This design comes from an exercise in tuning for small area, a short achievable clock period and few clock cycles per item on the open sky130 flow, not from production work. At most, simulation tests tie the RTL to the original design; equivalence was not proved. Only the layout flow was run in runs 1 and 2; the RTL was not checked for function there. The flow treats the clock pin as an ideal source, which a real chip does not have. Power is estimated from default activity; no workload was simulated.

===== flow/config.mk =====
export PLATFORM = sky130hd
export DESIGN_NAME = kmp_substring_search_core
export DESIGN_NICKNAME = kmp_substring_search_core
export VERILOG_FILES = /design/flow/design.v
export SDC_FILE = /design/flow/constraint.sdc
export NUM_CORES = 4
export LEC_CHECK = 0
export ABC_CLOCK_PERIOD_IN_PS = 2500
export CAP_MARGIN = 20
export CORE_MARGIN = 2
export CORE_UTILIZATION = 40
export SETUP_SLACK_MARGIN = 3.5
export SLEW_MARGIN = 20

===== flow/constraint.sdc =====
create_clock -name core_clock -period 6.0 [get_ports {clk_i}]
set_input_delay 1.2000 -clock core_clock [delete_from_list [all_inputs] [get_ports {clk_i}]]
set_output_delay 1.2000 -clock core_clock [all_outputs]
set_load 0.01 [all_outputs]

===== flow/design.v =====
package kmp_pkg;
  localparam int MAX_PATTERN = 64;
  localparam int MAX_TEXT    = 65536;
  localparam int PAT_AW = $clog2(MAX_PATTERN);
  localparam int LEN_W  = $clog2(MAX_PATTERN + 1);
  localparam int TP_W   = $clog2(MAX_TEXT + 1);
  localparam int CHAR_W = 8;
  localparam int REQ_W  = 2;
  localparam int STAT_W = 3;
  localparam int POS_W  = 16;
  localparam int CNT_W  = 7;
  localparam logic [REQ_W-1:0] REQ_APPEND = 2'd0;
  localparam logic [REQ_W-1:0] REQ_TEXT   = 2'd1;
  localparam logic [REQ_W-1:0] REQ_START  = 2'd2;
  localparam logic [REQ_W-1:0] REQ_CLEAR  = 2'd3;
  localparam logic [STAT_W-1:0] ST_ACCEPT    = 3'd0;
  localparam logic [STAT_W-1:0] ST_NO_MATCH  = 3'd1;
  localparam logic [STAT_W-1:0] ST_MATCH     = 3'd2;
  localparam logic [STAT_W-1:0] ST_NOT_FOUND = 3'd3;
  localparam logic [STAT_W-1:0] ST_ERROR     = 3'd4;
  typedef struct packed {
    logic              pat_we;
    logic [PAT_AW-1:0] pat_waddr;
    logic [CHAR_W-1:0] pat_wdata;
    logic [PAT_AW-1:0] pat_raddr;
    logic              fail_we;
    logic [PAT_AW-1:0] fail_waddr;
    logic [PAT_AW-1:0] fail_wdata;
    logic [PAT_AW-1:0] fail_raddr;
  } mem_req_t;
  typedef struct packed {
    logic              valid;
    logic [STAT_W-1:0] status;
    logic [POS_W-1:0]  position;
    logic [CNT_W-1:0]  count;
  } res_t;
endpackage
module kmp_substring_search_core (
  input  logic                          clk_i,
  input  logic                          rst_ni,
  input  logic                          in_valid_i,
  output logic                          in_ready_o,
  input  logic [kmp_pkg::REQ_W-1:0]     req_type_i,
  input  logic [kmp_pkg::CHAR_W-1:0]    char_value_i,
  input  logic                          last_text_i,
  output logic                          out_valid_o,
  input  logic                          out_ready_i,
  output logic [kmp_pkg::STAT_W-1:0]    status_o,
  output logic [kmp_pkg::POS_W-1:0]     match_position_o,
  output logic [kmp_pkg::CNT_W-1:0]     pattern_count_o
);
  localparam int NP = kmp_pkg::MAX_PATTERN;
  logic o_v_q;
  logic hold, adv;
  logic sk_empty_q;
  logic xfer;
  assign hold = o_v_q & ~out_ready_i;
  assign adv  = ~hold;
  assign xfer = in_valid_i & sk_empty_q;
  assign in_ready_o = sk_empty_q;
  logic       a_v_q;
  logic [1:0] a_t_q;
  logic [7:0] a_c_q;
  logic       a_l_q;
  logic [1:0] s_t_q;
  logic [7:0] s_c_q;
  logic       s_l_q;
  always_ff @(posedge clk_i or negedge rst_ni) begin
    if (!rst_ni) begin
      a_v_q      <= 1'b0;
      sk_empty_q <= 1'b1;
    end else if (adv) begin
      a_v_q      <= ~sk_empty_q | xfer;
      sk_empty_q <= 1'b1;
    end else if (xfer) begin
      sk_empty_q <= 1'b0;
    end
  end
  always_ff @(posedge clk_i) begin
    if (adv) begin
      if (!sk_empty_q) begin
        a_t_q <= s_t_q;
        a_c_q <= s_c_q;
        a_l_q <= s_l_q;
      end else begin
        a_t_q <= req_type_i;
        a_c_q <= char_value_i;
        a_l_q <= last_text_i;
      end
    end
    if (sk_empty_q) begin
      s_t_q <= req_type_i;
      s_c_q <= char_value_i;
      s_l_q <= last_text_i;
    end
  end
  logic [7:0]    pat_q [NP];
  logic [NP-1:0] d_q;
  logic [6:0]    len_q;
  logic [NP-1:0] dec;       
  logic [NP-1:0] sel;       
  logic [NP-1:0] eq;
  logic [NP-1:0] d_nxt;
  logic          b_go, b_app, b_txt, b_zero, full, hit;
  assign b_go  = a_v_q & adv;
  assign b_app = b_go & (a_t_q == kmp_pkg::REQ_APPEND);
  assign b_txt = b_go & (a_t_q == kmp_pkg::REQ_TEXT);
  assign b_zero = b_go & a_t_q[1];           
  assign full  = len_q[6];
  always_comb begin
    for (int i = 0; i < NP; i++) begin
      dec[i] = (len_q[5:0] == 6'(i));
      eq[i]  = (pat_q[i] == a_c_q);
    end
    for (int i = 0; i < NP - 1; i++) sel[i] = dec[i+1];
    sel[NP-1] = full;
    d_nxt = ({d_q[NP-2:0], 1'b1}) & eq;
  end
  assign hit = |(d_nxt & sel);
  always_ff @(posedge clk_i) begin
    for (int i = 0; i < NP; i++) begin
      if (a_v_q && a_t_q == kmp_pkg::REQ_APPEND && !full && dec[i]) pat_q[i] <= a_c_q;
    end
    if (len_q == '0 || b_zero) d_q <= '0;
    else if (b_txt) d_q <= d_nxt;
  end
  always_ff @(posedge clk_i or negedge rst_ni) begin
    if (!rst_ni) begin
      len_q <= '0;
    end else if (b_go && a_t_q == kmp_pkg::REQ_CLEAR) begin
      len_q <= '0;
    end else if (b_app && !full) begin
      len_q <= len_q + 7'd1;
    end
  end
  logic       c_v_q;
  logic [1:0] c_t_q;
  logic       c_l_q;
  logic       c_hit_q;
  logic       c_err_q;      
  logic [6:0] c_cnt_q;
  always_ff @(posedge clk_i or negedge rst_ni) begin
    if (!rst_ni) c_v_q <= 1'b0;
    else if (adv) c_v_q <= a_v_q;
  end
  always_ff @(posedge clk_i) begin
    if (adv) begin
      c_t_q   <= a_t_q;
      c_l_q   <= a_l_q;
      c_hit_q <= hit;
      c_err_q <= full;
      c_cnt_q <= (a_t_q == kmp_pkg::REQ_CLEAR) ? 7'd0 :
                 (a_t_q == kmp_pkg::REQ_APPEND && !full) ? len_q + 7'd1 : len_q;
    end
  end
  logic [16:0] tp_q;
  logic        found_q;
  logic [15:0] fpos_q;
  logic        c_go;
  logic [16:0] tp_inc;
  logic [15:0] hit_pos;
  logic        cnt_zero;
  assign c_go     = c_v_q & adv;
  assign tp_inc   = tp_q + 17'd1;
  assign hit_pos  = tp_inc[15:0] - {9'd0, c_cnt_q};
  assign cnt_zero = (c_cnt_q == '0);
  logic [2:0]  st;
  logic [15:0] pos;
  logic        f_set, f_clr, t_inc;
  always_comb begin
    st    = kmp_pkg::ST_ACCEPT;
    pos   = '0;
    f_set = 1'b0;
    f_clr = 1'b0;
    t_inc = 1'b0;
    unique case (c_t_q)
      kmp_pkg::REQ_APPEND: if (c_err_q) st = kmp_pkg::ST_ERROR;
      kmp_pkg::REQ_TEXT: begin
        if (found_q) begin
          st  = kmp_pkg::ST_MATCH;
          pos = fpos_q;
        end else if (cnt_zero) begin
          st    = kmp_pkg::ST_MATCH;
          f_set = 1'b1;
        end else if (tp_q[16]) begin
          st = kmp_pkg::ST_ERROR;
        end else begin
          t_inc = 1'b1;
          if (c_hit_q) begin
            st    = kmp_pkg::ST_MATCH;
            pos   = hit_pos;
            f_set = 1'b1;
          end else begin
            st = c_l_q ? kmp_pkg::ST_NOT_FOUND : kmp_pkg::ST_NO_MATCH;
          end
        end
      end
      kmp_pkg::REQ_START: f_clr = 1'b1;
      default: ;
    endcase
  end
  always_ff @(posedge clk_i or negedge rst_ni) begin
    if (!rst_ni) begin
      tp_q    <= '0;
      found_q <= 1'b0;
    end else if (c_go) begin
      if (f_clr) begin
        tp_q    <= '0;
        found_q <= 1'b0;
      end else begin
        if (t_inc) tp_q <= tp_inc;
        if (f_set) found_q <= 1'b1;
      end
    end
  end
  always_ff @(posedge clk_i) begin
    if (c_go && f_set) fpos_q <= pos;
  end
  logic [2:0]  o_st_q;
  logic [15:0] o_pos_q;
  logic [6:0]  o_cnt_q;
  always_ff @(posedge clk_i or negedge rst_ni) begin
    if (!rst_ni) o_v_q <= 1'b0;
    else if (adv) o_v_q <= c_v_q;
  end
  always_ff @(posedge clk_i) begin
    if (adv) begin
      o_st_q  <= st;
      o_pos_q <= pos;
      o_cnt_q <= c_cnt_q;
    end
  end
  assign out_valid_o      = o_v_q;
  assign status_o         = o_st_q;
  assign match_position_o = o_pos_q;
  assign pattern_count_o  = o_cnt_q;
endmodule

===== flow/run.sh =====
#!/bin/bash
# synth_recipe.tcl (not shown) runs the flow's synth.tcl, then flattens the netlist and writes it again
# the make line also repeats each setting of config.mk as NAME=value (left out here)
make -C /OpenROAD-flow-scripts/flow DESIGN_CONFIG=/design/flow/config.mk WORK_HOME=/design/flow/orfs CLKGATE_MAP_FILE= SYNTH_SCRIPT=/design/flow/synth_recipe.tcl finish

==> key figures, run 1 <==
Clock tree
  – H-tree depth: 3
  – Num CTS Buffers: 73
  – Clock slew at reported path FFs: around 0.060 ns
  – Clk buf depth: 3
  – Worst skew pair latency: slightly above 0.6 ns
  – Clock sinks: 680
  – Post-CTS Hold Buffers: 0
  – Root buffer cell: clkbuf_16
  – CTS tree: done

Synth
  – Sequential area share after synthesis: 66.3%
  – Synth Net Count: 2188
  – Mapped Area: about 29000 sq um
  – Ys flop type: edfxtp_1
  – Synth cell types: 71
  – Cells after Synth: 2159
  – Synth warnings: 2
  – Mapped Avg Cell Area: 13.7 sq um
  – Fraction of registers with async set/reset: 4.26%
  – Synth Register Bits: 680
  – Post-synth EDFFs: between 500 and 600

GRT
  – Antenna violations before repair: 0
  – GRT Resource Usage Total: 19.2%
  – Largest net degree at the start of global routing: 64
  – Vias in the first global route: 17500
  – First-pass GRT wire length: around 110000 um
  – Total grt overflow: 0

Worst hold path
  – Worst Hold Class: reg -> reg

Finish
  – Fill cells: 6160
  – Multi-input gate area: approximately 11000 sq um
  – Area delta synth->final: 23.2%
  – Final net count: 2380
  – Ant diodes: 0
  – Share of cells above drive strength 1: 23.4%
  – Final instance area: 36300 sq um
  – Register area: 19500 sq um

Floorplan
  – Die area: around 76000 sq um
  – Die Span X: 276 um
  – Die H: 276 um
  – Initial core utilization: 40.4%
  – Rows: between 90 and 100
  – Core footprint: 73000 sq um
  – IO Pins: 43

Placed design
  – Placement Cell Area: 31300 sq um
  – Routability Congestion: 0.849
  – I/O Buffers: 42
  – Final HPWL DP: 41400 um

Power
  – P_leak: 0.0118 uW
  – Cell area power density: 375 nW/um^2
  – Peak supply drop: roughly 0.00032 V

Timing
  – Slew HR: 49.5%
  – Setup_tns: 0 ns
  – Slew @ Worst Pin: roughly 0.76 ns
  – Worst hold slack: about 0.44 ns
  – Max Freq: between 0.3 and 0.4 GHz
  – Period utilisation layout: 48.6%
  – Final setup viols: 0
  – Fin crit period: 2.92 ns
  – Clk_skew: roughly 0.027 ns
  – Final Hold Fails: 0
  – Final Slew Violations: 0
  – Unrepaired setup endpoints after global routing: true

Setup path
  – Critical Path, Cell by Cell: buf_12, buf_16, xor2_1, nor3_1, nand4_1, nor2_1, or3_4, o211a_1, a2111oi_4, nand3_2
  – Worst-path maximum fanout: 16
  – CP Launch Type: flop
  – WP data arrival: 3.22 ns
  – WP buf/inv: 2
  – Req. time, crit path: around 6.3 ns
  – CP Class: reg -> reg
  – Family with the most delay on the worst path: simple AND/OR/NAND/NOR gates
  – Slowest-stage cell, CP: edfxtp_1
  – Largest stage delay, worst path: 0.45 ns
  – Critical path endpoint category: flop

Detailed routing
  – Final WL: between 70000 and 80000 um
  – DRC Markers: 0
  – DR vias/cell: 5.30
  – DR WL/cell: 22.5 um
  – Routed Antenna Nets: 0
  – Drt first pass iters: 6
  – DR iter-0 viols: 1373
  – Vias: approximately 18000

Job
  – Max-Cap Viols: 0

Status
  – Status: finished clean
[per-layer routing]
layer	wire length (um)	global-route usage (%)	vias to the layer above	share of wire, %
met3	3920	3.18	137	5.2
met4	2360	5.62	0	3.1
met1	32700	25.6	9051	43
li1	-	-	8184	-
met2	36900	32.2	482	49
met5	0	0	-	0
[final timing paths]
| kind | start | end | slack (ns) | cells after the start |
|---|---|---|---|---|
| setup / recovery | a_c_q[2]$_DFFE_PN_ | c_hit_q$_DFFE_PN_ | 3.08 | 10 |
| hold / removal | a_l_q$_DFFE_PN_ | c_l_q$_DFFE_PN_ | 0.44 | 0 |
| setup reg to reg | a_c_q[2]$_DFFE_PN_ | c_hit_q$_DFFE_PN_ | 3.08 | 10 |
| hold reg to reg | a_l_q$_DFFE_PN_ | c_l_q$_DFFE_PN_ | 0.44 | 0 |
| max in group asynchronous | rst_ni | len_q[3]$_DFFE_PN0P_ | 4.67 | 2 |
| min in group asynchronous | rst_ni | o_v_q$_DFFE_PN0N_ | 0.99 | 2 |
[cells in the final DEF, fill, tap and decap left out, types with 7 or more instances in the layout]
| cell | netlist | final |
|---|---|---|
| edfxtp_1 | 577 | 577 |
| xnor2_1 | 368 | 358 |
| xor2_1 | 168 | 161 |
| nand2_1 | 139 | 119 |
| buf_4 | 33 | 114 |
| clkbuf_16 | 0 | 85 |
| nor2_1 | 150 | 80 |
| dfxtp_1 | 74 | 74 |
| nand3_1 | 74 | 69 |
| nand4_1 | 64 | 64 |
| nor2_2 | 1 | 51 |
| a21oi_1 | 82 | 49 |
| nor3_1 | 50 | 37 |
| nor4_1 | 72 | 36 |
| nor4_2 | 1 | 34 |
| a21oi_2 | 0 | 33 |
| o21ai_0 | 36 | 31 |
| buf_12 | 0 | 27 |
| nor2_4 | 0 | 20 |
| dfrtp_1 | 28 | 20 |
| inv_1 | 19 | 18 |
| clkinv_2 | 0 | 18 |
| and3_1 | 18 | 17 |
| nand2_2 | 0 | 16 |
| clkdlybuf4s15_1 | 0 | 16 |
| clkbuf_1 | 39 | 14 |
| buf_6 | 22 | 13 |
| clkdlybuf4s50_1 | 0 | 13 |
| mux2_2 | 12 | 12 |
| clkinv_1 | 1 | 12 |
| dlygate4sd2_1 | 0 | 11 |
| nor3_2 | 1 | 9 |
| xnor2_2 | 0 | 8 |
| dfrtp_2 | 0 | 8 |
| a21o_1 | 7 | 7 |
| bufinv_16 | 0 | 7 |
[where the power goes]
group | internal [uW] | switching (uW) | total (uW)
Combinational | 1430 | 2070 | 3500
Sequential | 5510 | 162 | 5680
Clock | 2630 | 1830 | 4450
Total | 9570 | 4060 | 13600
[cells in the mapped netlist (all sizes together) (3+ instances only)]
library cell | n | area (sq um)
xor2 | 169 | 1490
mux2 | 12 | 135
and3 | 20 | 135
o41ai | 6 | 60.1
and2 | 6 | 37.5
edfxtp | 577 | 17300
dfxtp | 74 | 1480
nand4 | 66 | 434
nor2 | 151 | 569
xnor2 | 368 | 3220
dfrtp | 28 | 701
a221oi | 3 | 26.3
mux2i | 3 | 30.0
or4 | 3 | 22.5
nand3 | 74 | 370
a21o | 7 | 52.6
a32oi | 3 | 26.3
a21oi | 82 | 410
nand2b | 4 | 25.0
a22o | 6 | 52.6
a22oi | 6 | 45.0
o21ai | 36 | 180
ha | 13 | 163
clkbuf | 39 | 146
a31oi | 7 | 43.8
nor3 | 52 | 277
nor2b | 4 | 25.0
buf | 67 | 547
or3 | 8 | 50.1
nor4 | 74 | 484
nand2 | 139 | 522
inv | 19 | 71.3
[what timing repair did]
| action | 4_1_cts | 5_1_grt |
|---|---|---|
| setup buffers | 61 | 58 |
| endpoints found under the setup margin | 655 | 375 |
| pin swaps | 39 | 47 |
| gates cloned | 8 | 10 |
| resized for setup | 197 | 120 |
[cell families after synthesis]
kind of cell               Yosys count  synth area share [%]
buffers and inverters              126                  2.61
and+or+nand+nor                    610                  10.3
muxes                               16                 0.637
AOI/OAI and AO/OA                  176                  3.62
DFF                                680                  66.3
xor gates and xnor gates           537                  16.0
adders and majority gates           14                 0.620
[flip-flops by register name, summed over array words and instances, names as in the netlist, 2 cells and up]
signal and flops:
o_pos_q 16, tp_q 17, o_cnt_q 7, s_t_q 2
len_q 7, pat_q 512, c_cnt_q 7, a_c_q 8
d_q 63, a_t_q 2, s_c_q 8, o_st_q 3
fpos_q 16, c_t_q 2
[final cells by class]
class | instances | share of cell area (%)
Multi-Input combinational cell | 1356 | 29.1
Timing Repair Buffer | 220 | 7.04
Clock inverter | 41 | 1.04
Clock buffer | 92 | 5.43
Inverter | 20 | 0.227
Sequential cell | 680 | 53.8
Tap cell | 959 | 3.30
[metrics by stage]
stage	std cells	util [%]	total power, uW	setup WS [ns]
3_3_place_gp	3098	42.9	8330	2.11
2_1_floorplan	2159	-	7600	3.11
5_1_grt	3368	49.8	14100	3.03
3_5_place_dp	3098	42.9	8400	2.04
6_report	3368	49.8	13600	3.08
4_1_cts	3300	48.1	13300	3.09
==> run 2, diff against run 1 <==
--- a/flow/config.mk
+++ b/flow/config.mk
@@ -6,8 +6,8 @@
 export NUM_CORES = 4
 export LEC_CHECK = 0
-export ABC_CLOCK_PERIOD_IN_PS = 2500
+export ABC_CLOCK_PERIOD_IN_PS = 2000
 export CAP_MARGIN = 20
 export CORE_MARGIN = 2
-export CORE_UTILIZATION = 40
-export SETUP_SLACK_MARGIN = 3.5
+export CORE_UTILIZATION = 50
+export SETUP_SLACK_MARGIN = 3.9
 export SLEW_MARGIN = 20
==> run 2 against run 1 <==
  * Still clean
  * Cell area rose by 4.2%
  * Worst setup slack improved by 0.053 ns
  * Critical path depth rose by 1
  * Via count rose by 5.7%
  * Largest cell class unchanged
==> key figures, run 2 <==
Synth
  – Fraction of registers with async set/reset: 4.26% (unchanged)
  – Synth Register Bits: 680 (unchanged)
  – Synth Net Count: 2188 (unchanged)
  – Ys flop type: edfxtp_1
  – Largest area contributor in the netlist: edfxtp_1
  – Area contributors post-synth: edfxtp_1 59%, xnor2_1 11%, dfxtp_1 5.0%
  – Mapped Area: 29500 sq um (unchanged)
  – Synth warnings: 2 (unchanged)
  – Yosys top cell area share: 58.8% (unchanged)
  – Mapped Avg Cell Area: 13.7 sq um (unchanged)
  – Cells after Synth: 2159 (unchanged)
  – Top-count cell post-synth: edfxtp_1
  – Synth cell types: 71 (unchanged)
  – Sequential area share after synthesis: 66.3% (unchanged)
  – Post-synth EDFFs: 577 (unchanged)
  – Synth top cells by count: 577 x edfxtp_1, 368 x xnor2_1, 168 x xor2_1

Detailed routing
  – DRC Markers: 0 (unchanged)
  – Final WL: 85800 um (+13%)
  – DR vias/cell: 5.81 (+9.6%)
  – DR WL/cell: 26.4 um (+17%)
  – Vias: 18900 (+5.7%)
  – Drt first pass iters: 5 (-1)
  – DR iter-0 viols: 1575 (+15%)
  – Routed Antenna Nets: 0 (unchanged)

Finish
  – Share of cells above drive strength 1: 29.2% (+5.8 points)
  – Max FFs per register: 512 (unchanged)
  – Most common cell after layout, fill and taps aside: edfxtp_1
  – Regs by FF count: pat_q: 512 flops, d_q: 63 flops, tp_q: 17 flops
  – Fin cells: 3248 (-3.6%)
  – Area delta synth->final: 28.3%
  – Reg with most FFs: pat_q
  – Fill cells: 4236 (-31%)
  – Ant diodes: 0 (unchanged)
  – Commonest cells after routing, fill and taps aside: 577 x edfxtp_1, 354 x xnor2_1, 159 x xor2_1, 123 x buf_4, 118 x nand2_1
  – Finished Core Util: 64.5% (+15 points)
  – Final net count: 2445 (+2.7%)

Timing
  – Final Hold Fails: 0 (unchanged)
  – Clk_skew: 0.0179 ns (-0.00875 ns)
  – Period utilisation layout: 47.7% (-0.89 points)
  – Setup_tns: 0 ns (unchanged)
  – Slew @ Worst Pin: 0.754 ns (-0.00366 ns)
  – Slew HR: 49.1% (-0.41 points)
  – Final Slew Violations: 0 (unchanged)
  – Final setup viols: 0 (unchanged)
  – Unrepaired setup endpoints after global routing: true
  – Fin crit period: 2.86 ns (-0.0534 ns)
  – Setup ws final: 3.14 ns (+0.0534 ns)
  – Max Freq: 0.349 GHz (+1.9%)

GRT
  – Largest net degree at the start of global routing: 52 (-19%)
  – Total grt overflow: 0 (unchanged)
  – Antenna violations before repair: 0 (unchanged)
  – Vias in the first global route: 17900 (+1.8%)
  – Met3 usage: 3.70% (+0.53 points)
  – M2 GR Usage: 42.9% (+11 points)
  – Global routing met1 resource utilization: 35.9% (+10 points)
  – Top Usage Layer GRT: met2
  – First-pass GRT wire length: 117000 um (+6.5%)
  – GRT Resource Usage Total: 26.2% (+7.0 points)

Status
  – Status: finished clean

Setup path
  – CP Launch Type: flop
  – FF-to-FF setup slack: 3.14 ns (+0.05 ns)
  – Most used cell along the critical path: ha_4
  – RR Endpoint: o_pos_q[14]$_DFFE_PN_
  – Slowest-stage cell, CP: dfrtp_2
  – Crit. Startpoint: tp_q[0]$_DFFE_PN0P_
  – WP data arrival: 3.21 ns (about the same)
  – Critical path endpoint category: flop
  – R2R cell count: 11 (+1)
  – Reg2reg start: tp_q[0]$_DFFE_PN0P_
  – Req. time, crit path: 6.34 ns (+0.04 ns)
  – Critical Path, Cell by Cell: ha_4, xor2_4, ha_4, nor2b_4, o21a_1, o21ai_4, a21oi_4, nor4b_4, nand4_1, xnor2_1, a22o_1
  – Worst-path maximum fanout: 4 (-12)
  – Largest stage delay, worst path: 0.46 ns (about the same)
  – CP Class: reg -> reg

Floorplan
  – Die Span X: 247 um (-10%)
  – Die H: 247 um (-10%)
  – IO Pins: 43 (unchanged)
  – Initial core utilization: 50.2% (+9.8 points)
  – Rows: 89 (-10%)
  – Core footprint: 58700 sq um (-20%)
  – Die area: 60900 sq um (-20%)

Placed design
  – Post-place setup slack: 1.88 ns (-0.169 ns)
  – Routability Congestion: 0.816 (-3.9%)
  – Final HPWL DP: 40600 um (-2.0%)
  – Placed cells: 2919 (-5.8%)
  – I/O Buffers: 42 (unchanged)

Clock tree
  – Num CTS Buffers: 73 (unchanged)
  – CTS tree: done
  – Clk buf depth: 3 (unchanged)
  – Post-CTS Hold Buffers: 0 (unchanged)
  – Clock sinks: 680 (unchanged)
  – Worst skew pair latency: 0.62 ns (about the same)
  – H-tree depth: 3 (unchanged)
  – Clock slew at reported path FFs: 0.06 ns (about the same)
  – Root buffer cell: clkbuf_16

Power
  – Peak supply drop: 0.000264 V (-18%)
  – Pwr Total: 14500 uW (+6.1%)
  – P_leak: 0.0126 uW (+6.6%)
  – Cell area power density: 382 nW/um^2 (+1.8%)

Job
  – Max-Cap Viols: 0 (unchanged)

Worst hold path
  – Hold Path End: c_l_q$_DFFE_PN_
  – Hold path start: a_l_q$_DFFE_PN_
  – Hold Crit Depth: 0 (unchanged)
  – Worst Hold Class: reg -> reg
run 2: layout make-up:
type | instances | area, sq um | share of cell area (%)
Sequential cell | 680 | 19600 | 51.7
Timing Repair Buffer | 285 | 3550 | 9.39
Clock inverter | 32 | 358 | 0.946
Tap cell | 773 | 967 | 2.56
Inverter | 20 | 96.3 | 0.255
Clock buffer | 102 | 2140 | 5.66
Multi-Input combinational cell | 1356 | 11200 | 29.5
run 2: how the worst max path moves through the flow:
stage                                  endpoint  slack [ns]  depth (start not counted)
after floorplan               c_hit_q$_DFFE_PN_        3.11                          9
after global placement      tp_q[2]$_DFFE_PN0P_        1.91                          5
after detailed placement    tp_q[2]$_DFFE_PN0P_        1.88                          5
after CTS                     c_hit_q$_DFFE_PN_        3.08                          9
after global routing      o_pos_q[14]$_DFFE_PN_        3.07                         11
final                     o_pos_q[14]$_DFFE_PN_        3.14                         11
run 2: critical path, delay by kind of cell, from the launching register on:
family          cells  cell delay [ns]
compound gates      4             0.76
xor+xnor            2             0.38
fa+ha+maj           2             0.43
simple gates        3             0.56
flops               1             0.46
run 2: routing by layer:
layer | vias to the layer above | routed length, um
met1 | 9605 | 35800
met4 | 0 | 3940
li1 | 8332 | -
met2 | 737 | 40800
met3 | 194 | 5250
met5 | - | 0
run 2: metrics by stage:
| step | cell area (sq um) | hold slack (ns) |
|---|---|---|
| 2_1_floorplan | 30400 | 0.400 |
| 3_3_place_gp | 31400 | 0.405 |
| 3_5_place_dp | 31400 | 0.423 |
| 4_1_cts | 36000 | 0.437 |
| 5_1_grt | 37800 | 0.456 |
| 6_report | 37800 | 0.431 |
run 2: report_power, final:
part / internal, uW / switching [uW]
Clock: 2800 / 1860
Combinational: 1730 / 2380
Sequential: 5510 / 169
run 2: logic make-up after synthesis:
logic type	count (synthesis)	synth area share, %
compound gates	176	3.62
xor+xnor	537	16.0
fa+ha+maj	14	0.620
buf+inv	126	2.61
flops	680	66.3
mux	16	0.637
simple gates	610	10.3
run 2: timing repair:
| action | CTS | global route |
|---|---|---|
| pin swaps | 47 | 78 |
| buffers inserted | 84 | 75 |
| setup endpoints to repair | 674 | 621 |
| cloned | 20 | 16 |
| gates resized for setup | 339 | 165 |
==> run 3, diff against run 2 <==
--- a/flow/design.v
+++ b/flow/design.v
@@ -120,5 +120,5 @@
   always_ff @(posedge clk_i) begin
     for (int i = 0; i < NP; i++) begin
-      if (a_v_q && a_t_q == kmp_pkg::REQ_APPEND && !full && dec[i]) pat_q[i] <= a_c_q;
+      if (b_app && !full && dec[i]) pat_q[i] <= a_c_q;
     end
     if (len_q == '0 || b_zero) d_q <= '0;
--- a/flow/config.mk
+++ b/flow/config.mk
@@ -6,8 +6,6 @@
 export NUM_CORES = 4
 export LEC_CHECK = 0
-export ABC_CLOCK_PERIOD_IN_PS = 2000
 export CAP_MARGIN = 20
 export CORE_MARGIN = 2
-export CORE_UTILIZATION = 50
-export SETUP_SLACK_MARGIN = 3.9
+export CORE_UTILIZATION = 40
 export SLEW_MARGIN = 20
==> run 3 against run 2 <==
  * Register-to-register slack worse by 0.94 ns
  * Wire length is 21% lower
  * Worst hold slack better by 0.00069 ns
  * Worst setup slack worse by 1.3 ns
  * Sequential cell count stayed put
  * Core utilization is 19 points lower
  * Non-clock buffer count is 184 lower
  * Via count is 9.0% lower
  * Synthesized cell count is 1.4% higher
  * Largest power group unchanged
  * Maximum frequency is 30% lower
  * First-iteration DRC count is 14% lower
==> key figures, run 3 <==
Timing
  – Worst hold slack: 0.432 ns (+0.000689 ns)
  – Final Slew Violations: 0 (unchanged)
  – Max Freq: 0.243 GHz (-30%)
  – Slew HR: 29.0% (-20 points)
  – Slew @ Worst Pin: 1.06 ns (+0.302 ns)
  – Final setup viols: 0 (unchanged)
  – Unrepaired setup endpoints after global routing: false
  – Setup_tns: 0 ns (unchanged)
  – Clk_skew: 0.0180 ns (+0.000116 ns)
  – Fin crit period: 4.11 ns (+1.25 ns)
  – Final Hold Fails: 0 (unchanged)
  – Period utilisation layout: 68.6% (+21 points)

Detailed routing
  – DR vias/cell: 5.26 (-9.5%)
  – DR WL/cell: 20.8 um (-21%)
  – DR iter-0 viols: 1349 (-14%)
  – DRC Markers: 0 (unchanged)
  – Final WL: 67900 um (-21%)
  – Vias: 17200 (-9.0%)
  – Routed Antenna Nets: 0 (unchanged)
  – Drt first pass iters: 5 (unchanged)

GRT
  – Vias in the first global route: 17100 (-4.0%)
  – Antenna violations before repair: 0 (unchanged)
  – Total grt overflow: 0 (unchanged)
  – GRT Resource Usage Total: 18.0% (-8.2 points)
  – First-pass GRT wire length: 104000 um (-11%)
  – Largest net degree at the start of global routing: 66 (+27%)

Finish
  – Share of cells above drive strength 1: 8.54% (-21 points)
  – Ant diodes: 0 (unchanged)
  – Commonest cells after routing, fill and taps aside: 577 x edfxtp_1, 422 x xnor2_1, 152 x nor2_1, 148 x nand2_1, 113 x xor2_1
  – Fin cells: 3267 (+0.58%)
  – Finished Core Util: 45.9% (-19 points)
  – Max FFs per register: 512 (unchanged)
  – Regs by FF count: pat_q: 512 flops, d_q: 63 flops, tp_q: 17 flops
  – Final net count: 2279 (-6.8%)
  – Most common cell after layout, fill and taps aside: edfxtp_1
  – Reg with most FFs: pat_q
  – Area delta synth->final: 13.6%

Power
  – P_leak: 0.0105 uW (-16%)
  – Cell area power density: 379 nW/um^2 (-0.72%)
  – Peak supply drop: 0.000274 V (+3.9%)

Clock tree
  – Clk buf depth: 3 (unchanged)
  – PostCTS Resize Cnt: 0 (-100%)
  – Root buffer cell: clkbuf_16
  – CTS tree: done
  – Clock sinks: 680 (unchanged)
  – H-tree depth: 3 (unchanged)
  – Post-CTS setup buffers: 0 (-100%)
  – Post-CTS Hold Buffers: 0 (unchanged)
  – Num CTS Buffers: 71 (-2.7%)
  – Worst skew pair latency: 0.61 ns (about the same)
  – Clock slew at reported path FFs: 0.06 ns (about the same)

Setup path
  – WP data arrival: 4.35 ns (+1.14 ns)
  – WP buf/inv: 2 (+2)
  – Critical Path, Cell by Cell: clkdlybuf4s50_1, nand2b_2, nand2_1, nor4_1, nand3_1, buf_4, nor2_1
  – Family with the most delay on the worst path: simple AND/OR/NAND/NOR gates
  – Critical path endpoint category: flop
  – CP Launch Type: input pin
  – Worst-path maximum fanout: 13 (+9)
  – Req. time, crit path: 6.24 ns (-0.10 ns)
  – CP Class: in -> reg
  – Slowest-stage cell, CP: nand3_1
  – Largest stage delay, worst path: 0.69 ns (+0.23 ns)

Synth
  – Sequential area share after synthesis: 66.2% (about the same)
  – Synth Net Count: 2218 (+1.4%)
  – Mapped Avg Cell Area: 13.5 sq um (-1.3%)
  – Cells after Synth: 2189 (+1.4%)
  – Mapped Area: 29500 sq um (about the same)
  – Area contributors post-synth: edfxtp_1 59%, xnor2_1 13%, dfxtp_1 5.0%
  – Top-count cell post-synth: edfxtp_1
  – Ys flop type: edfxtp_1
  – Yosys top cell area share: 58.7% (about the same)
  – Post-synth EDFFs: 577 (unchanged)
  – Synth warnings: 2 (unchanged)
  – Synth cell types: 67 (-5.6%)
  – Synth Register Bits: 680 (unchanged)
  – Largest area contributor in the netlist: edfxtp_1
  – Fraction of registers with async set/reset: 4.26% (unchanged)
  – Synth top cells by count: 577 x edfxtp_1, 422 x xnor2_1, 152 x nor2_1

Floorplan
  – Die H: 276 um (+12%)
  – Rows: 99 (+11%)
  – Initial core utilization: 40.4% (-9.8 points)
  – Core footprint: 73000 sq um (+24%)
  – Die Span X: 276 um (+12%)
  – IO Pins: 43 (unchanged)
  – Die area: 75900 sq um (+25%)

Job
  – Max-Cap Viols: 0 (unchanged)

Worst hold path
  – Worst Hold Class: reg -> reg

Placed design
  – I/O Buffers: 42 (unchanged)
  – Routability Congestion: 0.818 (+0.33%)
  – Placed cells: 3136 (+7.4%)
  – Final HPWL DP: 41800 um (+3.1%)

Status
  – Status: finished clean
run 3: cell count changes after synthesis, moves of 7 or more:
cell,change
nand3_1,+9
o21ai_0,+11
buf_4,+7
buf_2,+10
nor3_1,-15
xor2_1,-55
nand2b_1,+7
nor4_1,+13
buf_6,-15
clkbuf_1,+8
xnor2_1,+54
nand2_1,+10
or3_1,-7
run 3: layout make-up:
type	count	area (sq um)
Fill cell	6320	39500
Sequential cell	680	19500
Multi-Input combinational cell	1379	9290
Clock buffer	98	2030
Tap cell	959	1200
Timing Repair Buffer	101	1050
Clock inverter	33	339
Inverter	17	63.8
run 3: metrics by stage:
step	instance area, sq um	power, uW	setup slack [ns]
finish	33500	12700	1.89
global placement	31100	8340	1.37
floorplan	29500	7460	1.15
CTS	33500	12800	1.94
global route	33500	13200	1.81
detailed placement	31100	8390	1.30
run 3: final timing paths:
check,from,slack (ns),end,cells after the start
max,out_ready_i,1.89,pat_q[56][1]$_DFFE_PP_,7
min,a_l_q$_DFFE_PN_,0.43,c_l_q$_DFFE_PN_,0
max reg2reg,len_q[1]$_DFFE_PN0P_,2.20,c_hit_q$_DFFE_PN_,9
min reg2reg,a_l_q$_DFFE_PN_,0.43,c_l_q$_DFFE_PN_,0
max in group asynchronous,rst_ni,4.64,sk_empty_q$_DFFE_PN1P_,2
min in group asynchronous,rst_ni,1.01,tp_q[13]$_DFFE_PN0P_,2
run 3: worst register-to-register path, cell delays in order (launching register included):
cell	delay (ns)
dfrtp_1	0.46
inv_1	0.12
ha_1	0.36
nand3_1	0.59
nor4_1	0.19
nor4_1	0.58
o2111ai_1	0.42
o21a_1	0.29
o22ai_1	0.16
nand4_1	0.30
run 3: cell families (layout without fill, tap and decap cells):
logic type | after synthesis | in the layout | synth area share, %
AO/OA/AOI/OAI | 187 | 187 | 3.86
AND/OR/NAND/NOR | 628 | 628 | 10.5
multiplexers | 15 | 15 | 0.556
adder cells (fa/ha/maj) | 14 | 14 | 0.619
XOR/XNOR | 535 | 535 | 15.9
flip-flops | 680 | 680 | 66.2
buffers and inverters | 130 | 249 | 2.40
run 3: routing by layer:
metal	up-vias	track usage [%]	wire length [um]
met3	115	3.26	3210
li1	8016	-	-
met4	0	4.95	1580
met5	-	0	0
met1	8649	24.5	31000
met2	389	29.7	32100
run 3: where the power goes:
part | switching, uW | total, uW | leakage, uW | internal, uW
Clock | 1810 | 4440 | 0.00116 | 2640
Combinational | 1680 | 2590 | 0.00310 | 911
Sequential | 174 | 5680 | 0.00625 | 5500
Total | 3660 | 12700 | 0.0105 | 9050
Testbench counts of run 3, summed over its fixed seeds: cycles 21,147, items 21,123.
==> run 4, diff against run 3 <==
--- a/flow/design.v
+++ b/flow/design.v
@@ -53,10 +53,16 @@
   logic o_v_q;
   logic hold, adv;
-  logic sk_empty_q;
+  logic sk_empty_q, sk_empty_d;
+  logic rdy_q;
   logic xfer;
   assign hold = o_v_q & ~out_ready_i;
   assign adv  = ~hold;
-  assign xfer = in_valid_i & sk_empty_q;
-  assign in_ready_o = sk_empty_q;
+  assign xfer = in_valid_i & rdy_q;
+  assign sk_empty_d = adv | (sk_empty_q & ~xfer);
+  always_ff @(posedge clk_i or negedge rst_ni) begin
+    if (!rst_ni) rdy_q <= 1'b0;
+    else         rdy_q <= sk_empty_d;
+  end
+  assign in_ready_o = rdy_q;
   logic       a_v_q;
   logic [1:0] a_t_q;
@@ -70,9 +76,7 @@
       a_v_q      <= 1'b0;
       sk_empty_q <= 1'b1;
-    end else if (adv) begin
-      a_v_q      <= ~sk_empty_q | xfer;
-      sk_empty_q <= 1'b1;
-    end else if (xfer) begin
-      sk_empty_q <= 1'b0;
+    end else begin
+      if (adv) a_v_q <= ~sk_empty_q | xfer;
+      sk_empty_q <= sk_empty_d;
     end
   end
@@ -95,33 +99,31 @@
     end
   end
-  logic [7:0]    pat_q [NP];
-  logic [NP-1:0] d_q;
+  logic [7:0]    q_q [NP];
+  logic [NP-1:0] e_q;
   logic [6:0]    len_q;
-  logic [NP-1:0] dec;       
-  logic [NP-1:0] sel;       
+  logic [NP-1:0] inj;       
   logic [NP-1:0] eq;
-  logic [NP-1:0] d_nxt;
-  logic          b_go, b_app, b_txt, b_zero, full, hit;
-  assign b_go  = a_v_q & adv;
-  assign b_app = b_go & (a_t_q == kmp_pkg::REQ_APPEND);
-  assign b_txt = b_go & (a_t_q == kmp_pkg::REQ_TEXT);
-  assign b_zero = b_go & a_t_q[1];           
-  assign full  = len_q[6];
+  logic [NP-1:0] e_nxt;
+  logic          b_go, b_shift, b_txt, b_start, full, hit;
+  assign full    = len_q[6];
+  assign b_go    = a_v_q & adv;
+  assign b_shift = b_go & (a_t_q == kmp_pkg::REQ_APPEND) & ~full;
+  assign b_txt   = b_go & (a_t_q == kmp_pkg::REQ_TEXT);
+  assign b_start = b_go & (a_t_q == kmp_pkg::REQ_START);
   always_comb begin
-    for (int i = 0; i < NP; i++) begin
-      dec[i] = (len_q[5:0] == 6'(i));
-      eq[i]  = (pat_q[i] == a_c_q);
-    end
-    for (int i = 0; i < NP - 1; i++) sel[i] = dec[i+1];
-    sel[NP-1] = full;
-    d_nxt = ({d_q[NP-2:0], 1'b1}) & eq;
-  end
-  assign hit = |(d_nxt & sel);
-  always_ff @(posedge clk_i) begin
-    for (int i = 0; i < NP; i++) begin
-      if (b_app && !full && dec[i]) pat_q[i] <= a_c_q;
-    end
-    if (len_q == '0 || b_zero) d_q <= '0;
-    else if (b_txt) d_q <= d_nxt;
+    for (int j = 0; j < NP - 1; j++) inj[j] = (len_q[5:0] == 6'(j + 1));
+    inj[NP-1] = full;
+    for (int j = 0; j < NP; j++) eq[j] = (q_q[j] == a_c_q);
+    e_nxt = ({1'b0, e_q[NP-1:1]} | inj) & eq;
+  end
+  assign hit = e_nxt[0];
+  always_ff @(posedge clk_i) begin
+    if (b_shift) begin
+      q_q[0] <= a_c_q;
+      for (int j = 1; j < NP; j++) q_q[j] <= q_q[j-1];
+    end
+    if (b_start) e_q <= '0;
+    else if (b_txt) e_q <= e_nxt;
+    else if (b_shift) e_q <= {e_q[NP-2:0], 1'b0};
   end
   always_ff @(posedge clk_i or negedge rst_ni) begin
@@ -130,5 +132,5 @@
     end else if (b_go && a_t_q == kmp_pkg::REQ_CLEAR) begin
       len_q <= '0;
-    end else if (b_app && !full) begin
+    end else if (b_shift) begin
       len_q <= len_q + 7'd1;
     end
@@ -154,5 +156,5 @@
     end
   end
-  logic [16:0] tp_q;
+  logic [16:0] tp_q;        
   logic        found_q;
   logic [15:0] fpos_q;
@@ -163,5 +165,5 @@
   assign c_go     = c_v_q & adv;
   assign tp_inc   = tp_q + 17'd1;
-  assign hit_pos  = tp_inc[15:0] - {9'd0, c_cnt_q};
+  assign hit_pos  = tp_q[15:0] - {9'd0, c_cnt_q};
   assign cnt_zero = (c_cnt_q == '0);
   logic [2:0]  st;
@@ -183,5 +185,5 @@
           st    = kmp_pkg::ST_MATCH;
           f_set = 1'b1;
-        end else if (tp_q[16]) begin
+        end else if (tp_q[16] && tp_q[0]) begin    
           st = kmp_pkg::ST_ERROR;
         end else begin
@@ -202,9 +204,9 @@
   always_ff @(posedge clk_i or negedge rst_ni) begin
     if (!rst_ni) begin
-      tp_q    <= '0;
+      tp_q    <= 17'd1;
       found_q <= 1'b0;
     end else if (c_go) begin
       if (f_clr) begin
-        tp_q    <= '0;
+        tp_q    <= 17'd1;
         found_q <= 1'b0;
       end else begin
==> flow/flow/run.sh (new file) <==
#!/bin/bash
set -euo pipefail
work=$(cd "$(dirname "$0")/.." && pwd)
cd "$work"
export POST_CTS_TCL="$work/flow/collapse.tcl"
bash standard.sh > "$work/standard.log" 2>&1
==> flow/flow/collapse.tcl (new file) <==
set block [ord::get_db_block]
set clk_net [$block findNet clk_i]
set roots {}
foreach it [$clk_net getITerms] { lappend roots [$it getInst] }
if {[llength $roots] == 1} {
  set root [lindex $roots 0]
  set rnet [[$root findITerm X] getNet]
  set loads {}
  foreach it [$rnet getITerms] {
    if {[$it getInst] ne $root} { lappend loads $it }
  }
  if {[string match "sky130_fd_sc_hd__clkbuf_*" [[$root getMaster] getName]] && [llength $loads] <= 4} {
    foreach it $loads {
      $it disconnect
      $it connect $clk_net
    }
    [$root findITerm A] disconnect
    [$root findITerm X] disconnect
    odb::dbInst_destroy $root
    odb::dbNet_destroy $rnet
    puts "collapse: clock port now drives [llength $loads] buffers directly"
  }
}
==> flow/standard.sh (new file) <==
#!/bin/bash
# synth_recipe.tcl (not shown) runs the flow's synth.tcl, then flattens the netlist and writes it again
# the make line also repeats each setting of config.mk as NAME=value (left out here)
make -C /OpenROAD-flow-scripts/flow DESIGN_CONFIG=/design/flow/config.mk WORK_HOME=/design/flow/orfs CLKGATE_MAP_FILE= SYNTH_SCRIPT=/design/flow/synth_recipe.tcl "${@:-finish}"
--- a/flow/config.mk
+++ b/flow/config.mk
@@ -6,6 +6,11 @@
 export NUM_CORES = 4
 export LEC_CHECK = 0
+export ABC_CLOCK_PERIOD_IN_PS = 2500
 export CAP_MARGIN = 20
 export CORE_MARGIN = 2
 export CORE_UTILIZATION = 40
+export CTS_BUF_LIST = sky130_fd_sc_hd__clkbuf_16
+export CTS_CLUSTER_DIAMETER = 80
+export CTS_CLUSTER_SIZE = 25
+export SETUP_SLACK_MARGIN = 3.8
 export SLEW_MARGIN = 20
removed: flow/run.sh
==> run 4 against run 3 <==
  * Synthesized cell count fell by 5.3%
  * Die area decreased by 0.42%
  * Power up 5.8%
  * First-iteration DRC count is 12% higher
  * Sequential share of layout area fell by 2.0 points
  * Area after synthesis shrank 0.43%
  * Combinational power is 69% higher
  * Cell area rose by 3.9%
  * Sequential power rose by 12%
  * Wire length grew 5.4%
  * Clock skew up 0.015 ns
  * Critical path type unchanged
==> key figures, run 4 <==
Setup path
  – Reg2reg start: c_cnt_q[0]$_SDFFCE_PN0N_
  – RR Endpoint: o_pos_q[14]$_DFFE_PN_
  – Crit. Startpoint: out_ready_i
  – R2R cell count: 7 (-2)
  – CP Class: in -> reg
  – Worst-path maximum fanout: 13 (unchanged)
  – Req. time, crit path: 6.16 ns (-0.08 ns)
  – Critical path endpoint category: flop
  – CP Launch Type: input pin
  – WP data arrival: 2.58 ns (-1.77 ns)
  – Critical Path End: q_q[31][1]$_DFFE_PP_
  – FF-to-FF setup slack: 3.75 ns (+1.55 ns)

Synth
  – Top-count cell post-synth: edfxtp_1
  – Ys flop type: edfxtp_1
  – Synth Net Count: 2102 (-5.2%)
  – Yosys top cell area share: 59.0% (+0.25 points)
  – Mapped Avg Cell Area: 14.2 sq um (+5.1%)
  – Sequential area share after synthesis: 66.7% (+0.44 points)
  – Synth cell types: 55 (-18%)
  – Fraction of registers with async set/reset: 4.40% (+0.13 points)
  – Largest area contributor in the netlist: edfxtp_1
  – Post-synth EDFFs: 577 (unchanged)
  – Synth Register Bits: 682 (+0.29%)
  – Synth warnings: 2 (unchanged)
  – Area contributors post-synth: edfxtp_1 59%, xnor2_1 14%, dfxtp_1 5.1%
  – Cells after Synth: 2073 (-5.3%)
  – Mapped Area: 29400 sq um (-0.43%)
  – Synth top cells by count: 577 x edfxtp_1, 484 x xnor2_1, 125 x nand4_1

Detailed routing
  – DRC Markers: 0 (unchanged)
  – DR iter-0 viols: 1513 (+12%)
  – Drt first pass iters: 5 (unchanged)
  – DR WL/cell: 22.3 um (+7.3%)
  – DR vias/cell: 5.51 (+4.8%)
  – Vias: 17700 (+2.9%)
  – Final WL: 71600 um (+5.4%)
  – Routed Antenna Nets: 0 (unchanged)

Finish
  – Max FFs per register: 512 (unchanged)
  – Reg with most FFs: q_q
  – Commonest cells after routing, fill and taps aside: 577 x edfxtp_1, 484 x xnor2_1, 125 x nand4_1, 80 x nor3_1, 75 x dfxtp_1
  – Area delta synth->final: 18.5%
  – Register area: 19600 sq um (+0.26%)
  – Fill cells: 6164 (-2.5%)
  – Most common cell after layout, fill and taps aside: edfxtp_1
  – Ant diodes: 0 (unchanged)
  – Regs by FF count: q_q: 512 flops, e_q: 64 flops, tp_q: 17 flops
  – Final net count: 2250 (-1.3%)
  – Multi-input gate area: 9580 sq um (+3.2%)
  – Share of cells above drive strength 1: 14.8% (+6.3 points)

GRT
  – Antenna violations before repair: 1 (+1)
  – First-pass GRT wire length: 104000 um (+0.11%)
  – GRT Resource Usage Total: 17.8% (-0.18 points)
  – Vias in the first global route: 17200 (+0.47%)
  – Largest net degree at the start of global routing: 54 (-18%)
  – Total grt overflow: 0 (unchanged)

Timing
  – Slew @ Worst Pin: 0.913 ns (-0.143 ns)
  – Final Hold Fails: 0 (unchanged)
  – Max Freq: 0.415 GHz (+71%)
  – Final Slew Violations: 0 (unchanged)
  – Clk_skew: 0.0329 ns (+0.0149 ns)
  – Slew HR: 39.1% (+10 points)
  – Final setup viols: 0 (unchanged)
  – Fin crit period: 2.41 ns (-1.70 ns)
  – Unrepaired setup endpoints after global routing: true
  – Period utilisation layout: 40.2% (-28 points)
  – Worst hold slack: 0.433 ns (+0.00128 ns)

Power
  – P_sw: 4340 uW (+18%)
  – Peak supply drop: 0.000266 V (-2.9%)
  – Clock network power share: 20.3% (-15 points)
  – P_leak: 0.0110 uW (+4.7%)
  – Pwr Total: 13400 uW (+5.8%)
  – Cell area power density: 386 nW/um^2 (+1.8%)
  – Switch share: 32.2% (+3.4 points)
  – Int Power: 9110 uW (+0.67%)
  – Comb pwr share: 32.5% (+12 points)
  – Sequential power share: 47.2% (+2.5 points)

Job
  – Max-Cap Viols: 0 (unchanged)

Clock tree
  – Clock slew at reported path FFs: 0.10 ns (+0.04 ns)
  – Clock sinks: 682 (+0.29%)
  – CTS tree: done
  – Worst skew pair latency: 0.41 ns (-0.20 ns)

Floorplan
  – Die Span X: 275 um (-0.21%)
  – Die area: 75600 sq um (-0.42%)
  – Initial core utilization: 40.3% (-0.10 points)
  – IO Pins: 43 (unchanged)
  – Rows: 99 (unchanged)
  – Die H: 275 um (-0.21%)
  – Core footprint: 72800 sq um (-0.17%)

Placed design
  – Final HPWL DP: 38700 um (-7.4%)
  – Routability Congestion: 0.817 (-0.22%)
  – I/O Buffers: 42 (unchanged)

Status
  – Status: finished clean

Worst hold path
  – Worst Hold Class: reg -> reg
==> run 4: cell count changes in the layout (fill, tap and decap cells not counted), moves of 29 or more <==
cell	change
xnor2_1	+62
clkdlybuf4s50_1	-29
nor4_1	-74
xor2_1	-80
nand4_1	+58
o2bb2ai_1	+29
buf_16	+29
nor3_1	+45
mux2i_1	+66
a31oi_1	+32
nor2_1	-115
nand3_1	-64
nand2_1	-82
==> run 4: final cells by class <==
| class | instances | area share, % |
|---|---|---|
| clock buffer | 36 | 2.59 |
| clock inverter | 29 | 0.589 |
| inverter | 24 | 0.270 |
| multi-input combinational | 1257 | 27.5 |
| sequential | 682 | 56.3 |
| tap | 959 | 3.45 |
| timing repair buffer | 220 | 9.31 |
| timing repair inverter | 1 | 0.0216 |
==> run 4: how the worst min path moves through the flow <==
stage	from	end	cells after the start
2_1_floorplan	a_l_q$_DFFE_PN_	c_l_q$_DFFE_PN_	0
3_3_place_gp	a_l_q$_DFFE_PN_	c_l_q$_DFFE_PN_	0
3_5_place_dp	a_l_q$_DFFE_PN_	c_l_q$_DFFE_PN_	0
5_1_grt	a_l_q$_DFFE_PN_	c_l_q$_DFFE_PN_	0
6_report	a_l_q$_DFFE_PN_	c_l_q$_DFFE_PN_	0
==> run 4: logic make-up after synthesis <==
family,count (synthesis),share of synthesized area [%]
AO/OA/AOI/OAI,238,5.29
multiplexers,82,2.84
flip-flops,682,66.7
AND/OR/NAND/NOR,402,7.27
adder cells (fa/ha/maj),14,0.622
XOR/XNOR,517,15.4
buffers and inverters,138,1.92
==> run 4: through the flow <==
stage | util [%] | area (sq um) | setup WS (ns) | setup TNS (ns) | std cells
3_3_place_gp | 42.4 | 30900 | 1.75 | 0 | 2994
5_1_grt | 47.8 | 34800 | 3.60 | 0 | 3208
3_5_place_dp | 42.4 | 30900 | 1.62 | 0 | 2994
2_1_floorplan | - | 29500 | -3.96 | -2037.46 | 2073
6_report | 47.8 | 34800 | 3.59 | 0 | 3208
==> run 4: critical path, cell delays in order <==
cell,delay (ns)
buf_8,0.09
nand2b_4,0.16
buf_12,0.14
nand4b_1,0.17
clkinvlp_4,0.15
buf_4,0.18
buf_16,0.16
buf_12,0.15
buf_16,0.15
==> run 4: layer usage <==
layer	vias up	GRT usage [%]	part of all wire [%]
li1	7953	-	-
met1	9058	25.8	45
met2	571	29.1	48
met3	87	2.31	5.8
met4	0	3.13	1.7
met5	-	0	0
==> run 4: power groups by stage <==
| stage | Sequential (uW) | Combinational, uW | Clock, uW |
|---|---|---|---|
| floorplan | 6520 | 2370 | 0 |
| global placement | 6470 | 3140 | 0 |
| detailed placement | 6480 | 3190 | 0 |
| global route | 6410 | 4660 | 2950 |
| finish | 6350 | 4380 | 2720 |
Testbench counts of run 4, summed over its fixed seeds: cycles 21,147, items 21,123.
==> run 5, diff against run 4 <==
--- a/flow/design.v
+++ b/flow/design.v
@@ -106,7 +106,13 @@
   logic [NP-1:0] e_nxt;
   logic          b_go, b_shift, b_txt, b_start, full, hit;
+  logic          q_shift, qdone_q;
   assign full    = len_q[6];
   assign b_go    = a_v_q & adv;
   assign b_shift = b_go & (a_t_q == kmp_pkg::REQ_APPEND) & ~full;
+  assign q_shift = a_v_q & (a_t_q == kmp_pkg::REQ_APPEND) & ~full & ~qdone_q;
+  always_ff @(posedge clk_i or negedge rst_ni) begin
+    if (!rst_ni) qdone_q <= 1'b0;
+    else         qdone_q <= hold & (qdone_q | q_shift);
+  end
   assign b_txt   = b_go & (a_t_q == kmp_pkg::REQ_TEXT);
   assign b_start = b_go & (a_t_q == kmp_pkg::REQ_START);
@@ -119,5 +125,5 @@
   assign hit = e_nxt[0];
   always_ff @(posedge clk_i) begin
-    if (b_shift) begin
+    if (q_shift) begin
       q_q[0] <= a_c_q;
       for (int j = 1; j < NP; j++) q_q[j] <= q_q[j-1];
--- a/flow/config.mk
+++ b/flow/config.mk
@@ -11,6 +11,6 @@
 export CORE_UTILIZATION = 40
 export CTS_BUF_LIST = sky130_fd_sc_hd__clkbuf_16
-export CTS_CLUSTER_DIAMETER = 80
-export CTS_CLUSTER_SIZE = 25
+export CTS_CLUSTER_DIAMETER = 70
+export CTS_CLUSTER_SIZE = 20
 export SETUP_SLACK_MARGIN = 3.8
 export SLEW_MARGIN = 20
==> run 5 against run 4 <==
  * Sequential power up 13%
  * Core utilization decreased by 1.1 points
  * Combinational power increased by 5.9%
  * Critical endpoint is now o_pos_q[14]$_DFFE_PN_
==> key figures, run 5 <==
Synth
  – Sequential area share after synthesis: 67.0% (+0.38 points)
  – Synth warnings: 2 (unchanged)
  – Synth top cells by count: 577 x edfxtp_1, 511 x xnor2_1, 132 x nand4_1
  – Synth cell types: 58 (+5.5%)
  – Ys flop type: edfxtp_1
  – Area contributors post-synth: edfxtp_1 59%, xnor2_1 15%, dfxtp_1 5.1%
  – Yosys top cell area share: 59.2% (+0.26 points)
  – Top-count cell post-synth: edfxtp_1
  – Fraction of registers with async set/reset: 4.54% (+0.14 points)
  – Post-synth EDFFs: 577 (unchanged)
  – Mapped Avg Cell Area: 14.2 sq um (+0.48%)
  – Mapped Area: 29200 sq um (-0.44%)
  – Cells after Synth: 2054 (-0.92%)
  – Synth Net Count: 2083 (-0.90%)
  – Largest area contributor in the netlist: edfxtp_1
  – Synth Register Bits: 683 (+0.15%)

Job
  – Max-Cap Viols: 0 (unchanged)

Worst hold path
  – Hold Crit Depth: 0 (unchanged)
  – Worst Hold Class: reg -> reg
  – Hold Path End: q_q[22][3]$_DFFE_PP_
  – Hold path start: q_q[21][3]$_DFFE_PP_

Placed design
  – I/O Buffers: 42 (unchanged)
  – Routability Congestion: 0.770 (-5.6%)
  – Post-place setup slack: 2.12 ns (+0.500 ns)
  – Placed cells: 2971 (-0.77%)
  – Final HPWL DP: 36500 um (-5.7%)

Floorplan
  – Initial core utilization: 40.2% (-0.11 points)
  – IO Pins: 43 (unchanged)
  – Rows: 99 (unchanged)
  – Die H: 274 um (-0.22%)
  – Die area: 75300 sq um (-0.43%)
  – Core footprint: 72700 sq um (-0.17%)
  – Die Span X: 274 um (-0.22%)

Finish
  – Regs by FF count: q_q: 512 flops, e_q: 64 flops, tp_q: 17 flops
  – Area delta synth->final: 16.1%
  – Commonest cells after routing, fill and taps aside: 577 x edfxtp_1, 511 x xnor2_1, 132 x nand4_1, 103 x nor2_1, 75 x dfxtp_1
  – Final net count: 2165 (-3.8%)
  – Max FFs per register: 512 (unchanged)
  – Most common cell after layout, fill and taps aside: edfxtp_1
  – Share of cells above drive strength 1: 14.5% (-0.30 points)
  – Ant diodes: 0 (unchanged)
  – Fin cells: 3131 (-2.4%)
  – Reg with most FFs: q_q

Setup path
  – WP data arrival: 2.45 ns (-0.13 ns)
  – Largest stage delay, worst path: 0.55 ns (+0.37 ns)
  – Req. time, crit path: 6.15 ns (about the same)
  – CP Class: reg -> reg
  – RR Endpoint: o_pos_q[14]$_DFFE_PN_
  – Reg2reg start: tp_q[0]$_DFFE_PN1P_
  – Worst-path maximum fanout: 4 (-9)
  – Family with the most delay on the worst path: compound AO/OA/AOI/OAI gates
  – FF-to-FF setup slack: 3.70 ns (-0.05 ns)
  – Critical Path, Cell by Cell: inv_2, ha_4, fa_2, nand2b_4, a21oi_4, o21ai_4, o41ai_2, xor2_1, o21ai_1
  – R2R cell count: 9 (+2)
  – Crit. Startpoint: tp_q[0]$_DFFE_PN1P_
  – WP buf/inv: 1 (-6)
  – CP Launch Type: flop
  – Critical path endpoint category: flop
  – Slowest-stage cell, CP: dfstp_2

Timing
  – Final Hold Fails: 0 (unchanged)
  – Unrepaired setup endpoints after global routing: true
  – Final Slew Violations: 0 (unchanged)
  – Slew HR: 47.1% (+8.0 points)
  – Fin crit period: 2.30 ns (-0.111 ns)
  – Max Freq: 0.435 GHz (+4.8%)
  – Final setup viols: 0 (unchanged)
  – Worst hold slack: 0.457 ns (+0.0241 ns)
  – Clk_skew: 0.0262 ns (-0.00669 ns)
  – Slew @ Worst Pin: 0.793 ns (-0.120 ns)
  – Period utilisation layout: 38.3% (-1.9 points)
  – Setup_tns: 0 ns (unchanged)
  – Setup ws final: 3.70 ns (+0.111 ns)

Clock tree
  – Clock sinks: 683 (+0.15%)
  – Worst skew pair latency: 0.41 ns (about the same)
  – CTS tree: done
  – Clock slew at reported path FFs: 0.09 ns (about the same)

GRT
  – Total grt overflow: 0 (unchanged)
  – Met3 usage: 2.57% (+0.25 points)
  – First-pass GRT wire length: 99400 um (-4.7%)
  – Top Usage Layer GRT: met2
  – Global routing met1 resource utilization: 24.2% (-1.6 points)
  – Vias in the first global route: 16900 (-2.1%)
  – Antenna violations before repair: 0 (-1)
  – GRT Resource Usage Total: 17.0% (-0.78 points)
  – M2 GR Usage: 27.4% (-1.6 points)
  – Largest net degree at the start of global routing: 66 (+22%)

Detailed routing
  – DR vias/cell: 5.36 (-2.7%)
  – Final WL: 66200 um (-7.6%)
  – DR iter-0 viols: 1444 (-4.6%)
  – Vias: 16800 (-5.1%)
  – Drt first pass iters: 6 (+1)
  – DRC Markers: 0 (unchanged)
  – Routed Antenna Nets: 0 (unchanged)
  – DR WL/cell: 21.1 um (-5.3%)

Power
  – P_leak: 0.0111 uW (+0.59%)
  – Pwr Total: 14900 uW (+11%)
  – Peak supply drop: 0.000235 V (-12%)
  – Cell area power density: 439 nW/um^2 (+14%)

Status
  – Status: finished clean
run 5: cell types whose count changed after synthesis, moves of 16 or more:
cell / delta
o21ai_0: -41
clkbuf_1: +22
nor2_1: +69
buf_2: -29
o2bb2ai_1: -30
mux2_1: +19
nor4_1: +17
nand2_1: -31
mux2i_1: -32
xnor2_1: +27
nor3_1: -33
a211oi_1: +40
a21oi_1: +16
run 5: final cells by class:
class	count	area, sq um
Fill cell	6263	38800
Sequential cell	683	19600
Multi-Input combinational cell	1250	9800
Timing Repair Buffer	144	1880
Tap cell	959	1200
Clock buffer	47	1180
Clock inverter	34	239
Inverter	14	52.6
run 5: where the power goes:
group          switching (uW)  internal [uW]  total (uW)
Combinational            2500           2130        4640
Clock                    1580           1530        3110
Sequential                694           6450        7150
run 5: worst reg2reg max path: stages, from the launching register on:
cell and delay, ns:
dfstp_2 0.55, inv_2 0.05, ha_4 0.15, fa_2 0.34, nand2b_4 0.16, a21oi_4 0.16
o21ai_4 0.10, o41ai_2 0.24, xor2_1 0.19, o21ai_1 0.11
run 5: routing by layer:
| layer | vias to the layer above | share of wire (%) |
|---|---|---|
| li1 | 7698 | - |
| met1 | 8528 | 46 |
| met2 | 460 | 47 |
| met3 | 87 | 5.2 |
| met4 | 0 | 2.0 |
| met5 | - | 0 |
run 5: worst max-delay path by stage:
stage	endpoint	cells after the start	slack (ns)
floorplan	q_q[0][0]$_DFFE_PP_	5	-3.30
global placement	e_q[36]$_SDFFE_PP0P_	8	2.19
detailed placement	e_q[36]$_SDFFE_PP0P_	8	2.12
global route	o_pos_q[14]$_DFFE_PN_	9	3.58
finish	o_pos_q[14]$_DFFE_PN_	9	3.70
run 5: per-stage QoR:
stage | utilization (%) | instance area, sq um
after floorplan | - | 29500
after global placement | 42.4 | 30900
after detailed placement | 42.5 | 30900
after global routing | 46.7 | 34000
final | 46.7 | 34000
run 5: cell families after synthesis:
group | share of synthesized area (%)
and+or+nand+nor | 7.55
DFF | 67.0
xor gates and xnor gates | 16.1
adders and majority gates | 0.625
AOI/OAI and AO/OA | 4.27
muxes | 2.68
buffers and inverters | 1.70
Testbench counts of run 5, summed over its fixed seeds: cycles 21,147, items 21,123.
==> run 6, diff against run 5 <==
--- a/flow/config.mk
+++ b/flow/config.mk
@@ -9,8 +9,8 @@
 export CAP_MARGIN = 20
 export CORE_MARGIN = 2
-export CORE_UTILIZATION = 40
+export CORE_UTILIZATION = 60
 export CTS_BUF_LIST = sky130_fd_sc_hd__clkbuf_16
-export CTS_CLUSTER_DIAMETER = 70
-export CTS_CLUSTER_SIZE = 20
+export CTS_CLUSTER_DIAMETER = 100
+export CTS_CLUSTER_SIZE = 30
 export SETUP_SLACK_MARGIN = 3.8
 export SLEW_MARGIN = 20
==> run 6 against run 5 <==
  * Via count fell by 0.36%
  * Clock power fell by about 30%
  * Area after synthesis did not move
  * Worst hold slack got worse by 0.016 ns
  * Critical path type unchanged
  * Sequential cell count did not move
  * Largest cell class unchanged
  * Worst setup slack got worse by 0.093 ns
  * Critical path depth did not move
  * First-iteration DRC count fell by 0.69%
  * Critical endpoint unchanged
==> key figures, run 6 <==
GRT
  – First-pass GRT wire length: 98100 um (-1.4%)
  – Total grt overflow: 0 (unchanged)
  – Vias in the first global route: 16500 (-1.9%)
  – Antenna violations before repair: 0 (unchanged)
  – GRT Resource Usage Total: 25.3% (+8.2 points)
  – Largest net degree at the start of global routing: 67 (+1.5%)

Finish
  – Ant diodes: 0 (unchanged)
  – Reg with most FFs: q_q
  – Finished Core Util: 68.5% (+22 points)
  – Most common cell after layout, fill and taps aside: edfxtp_1
  – Regs by FF count: q_q: 512 flops, e_q: 64 flops, tp_q: 17 flops
  – Commonest cells after routing, fill and taps aside: 577 x edfxtp_1, 511 x xnor2_1, 132 x nand4_1, 101 x nor2_1, 75 x dfxtp_1
  – Share of cells above drive strength 1: 12.7% (-1.8 points)
  – Area delta synth->final: 12.3%
  – Final net count: 2136 (-1.3%)
  – Max FFs per register: 512 (unchanged)

Timing
  – Final setup viols: 0 (unchanged)
  – Max Freq: 0.418 GHz (-3.9%)
  – Unrepaired setup endpoints after global routing: true
  – Slew @ Worst Pin: 0.656 ns (-0.137 ns)
  – Final Slew Violations: 0 (unchanged)
  – Fin crit period: 2.39 ns (+0.0929 ns)
  – Setup ws final: 3.61 ns (-0.0929 ns)
  – Period utilisation layout: 39.9% (+1.5 points)
  – Final Hold Fails: 0 (unchanged)
  – Clk_skew: 0.0187 ns (-0.00753 ns)
  – Slew HR: 56.1% (+9.0 points)

Floorplan
  – Die area: 50500 sq um (-33%)
  – Core footprint: 47900 sq um (-34%)
  – Initial core utilization: 61.0% (+21 points)
  – Die H: 225 um (-18%)
  – Rows: 80 (-19%)
  – Die Span X: 225 um (-18%)
  – IO Pins: 43 (unchanged)

Detailed routing
  – DR WL/cell: 23.8 um (+12%)
  – Drt first pass iters: 5 (-1)
  – DRC Markers: 0 (unchanged)
  – DR iter-0 viols: 1434 (-0.69%)
  – Routed Antenna Nets: 0 (unchanged)
  – DR vias/cell: 6.10 (+14%)
  – Vias: 16700 (-0.36%)
  – Final WL: 65100 um (-1.5%)

Setup path
  – Req. time, crit path: 6.23 ns (+0.08 ns)
  – Worst-path maximum fanout: 3 (-1)
  – WP data arrival: 2.62 ns (+0.17 ns)
  – CP Launch Type: flop
  – Crit. Startpoint: tp_q[0]$_DFFE_PN1P_
  – Critical path endpoint category: flop
  – CP Class: reg -> reg
  – Reg2reg start: tp_q[0]$_DFFE_PN1P_

Power
  – Cell area power density: 425 nW/um^2 (-3.0%)
  – Peak supply drop: 0.000265 V (+12%)
  – P_leak: 0.0108 uW (-2.7%)

Placed design
  – Final HPWL DP: 36300 um (-0.58%)
  – I/O Buffers: 42 (unchanged)
  – Post-place setup slack: 2.12 ns (-0.00145 ns)
  – Routability Congestion: 0.808 (+4.9%)

Synth
  – Top-count cell post-synth: edfxtp_1
  – Ys flop type: edfxtp_1
  – Mapped Avg Cell Area: 14.2 sq um (unchanged)
  – Synth cell types: 58 (unchanged)
  – Synth Register Bits: 683 (unchanged)
  – Fraction of registers with async set/reset: 4.54% (unchanged)
  – Synth warnings: 2 (unchanged)
  – Yosys top cell area share: 59.2% (unchanged)
  – Synth top cells by count: 577 x edfxtp_1, 511 x xnor2_1, 132 x nand4_1
  – Post-synth EDFFs: 577 (unchanged)
  – Cells after Synth: 2054 (unchanged)
  – Synth Net Count: 2083 (unchanged)
  – Largest area contributor in the netlist: edfxtp_1
  – Sequential area share after synthesis: 67.0% (unchanged)
  – Mapped Area: 29200 sq um (unchanged)
  – Area contributors post-synth: edfxtp_1 59%, xnor2_1 15%, dfxtp_1 5.1%

Status
  – Status: finished clean

Clock tree
  – Clock slew at reported path FFs: 0.12 ns (+0.03 ns)
  – CTS tree: done
  – Clock sinks: 683 (unchanged)
  – Worst skew pair latency: 0.48 ns (+0.07 ns)

Job
  – Max-Cap Viols: 0 (unchanged)

Worst hold path
  – Hold path start: a_l_q$_DFFE_PN_
  – Worst Hold Class: reg -> reg
==> run 6: cell counts after synthesis <==
Identical to the previous run, type by type.
==> run 6: final timing paths <==
path | slack (ns) | depth (start not counted) | endpoint
max | 3.61 | 9 | o_pos_q[14]$_DFFE_PN_
min | 0.44 | 0 | c_l_q$_DFFE_PN_
max reg2reg | 3.61 | 9 | o_pos_q[14]$_DFFE_PN_
min reg2reg | 0.44 | 0 | c_l_q$_DFFE_PN_
max in group asynchronous | 4.52 | 2 | sk_empty_q$_DFF_PN1_
min in group asynchronous | 1.12 | 2 | tp_q[13]$_DFFE_PN0P_
==> run 6: kinds of logic (layout without fill, tap and decap cells) <==
group	Yosys count	count (layout)	share of synthesized area, %
AO/OA/AOI/OAI	200	200	4.27
XOR/XNOR	539	539	16.1
adder cells (fa/ha/maj)	14	14	0.625
buffers and inverters	125	195	1.70
flip-flops	683	683	67.0
multiplexers	74	74	2.68
AND/OR/NAND/NOR	419	422	7.55
==> run 6: per-stage QoR <==
step / instance area, sq um / hold slack (ns) / setup TNS (ns) / instances / power, uW
after floorplan: 29500 / 0.400 / -1691.46 / 2054 / 10100
after global placement: 30400 / 0.406 / 0 / 2629 / 11000
after detailed placement: 30400 / 0.416 / 0 / 2629 / 11100
after global routing: 32800 / 0.453 / 0 / 2742 / 14600
final: 32800 / 0.441 / 0 / 2742 / 14000
==> run 6: per-layer routing <==
metal	share of wire (%)	global-route usage, %
met1	45	37.3
met2	47	40.5
met3	5.5	3.20
met4	2.3	5.77
met5	0	0
==> run 6: layout make-up <==
cell class / instances / area (sq um)
flip-flops and latches: 683 / 19600
fillers: 3327 / 15100
multi-input cells: 1249 / 9900
repair buffers: 134 / 1770
well taps: 615 / 769
clock buffers: 26 / 651
clock inverters: 21 / 80.1
inverters: 14 / 52.6
==> run 6: where the power goes <==
group          internal [uW]  switching, uW
logic                   2120           2520
clock network            801           1370
registers               6450            705
total                   9370           4600
==> run 6: worst max-delay path, stage by stage (launching register included) <==
cell      delay (ns)
dfstp_2         0.58
inv_2           0.06
ha_4            0.15
fa_2            0.35
nand2b_4        0.17
a21oi_4         0.17
o21ai_4         0.09
o41ai_4         0.24
xor2_1          0.23
o21ai_1         0.12

Check on run 6: ideal ports give 3.607 ns setup slack; a clkbuf_16 on the clock port and buf_2 on the inputs give 3.607 ns; moving port delays by the midpoint clock arrival (0.540 ns) as well gives 3.345 ns.
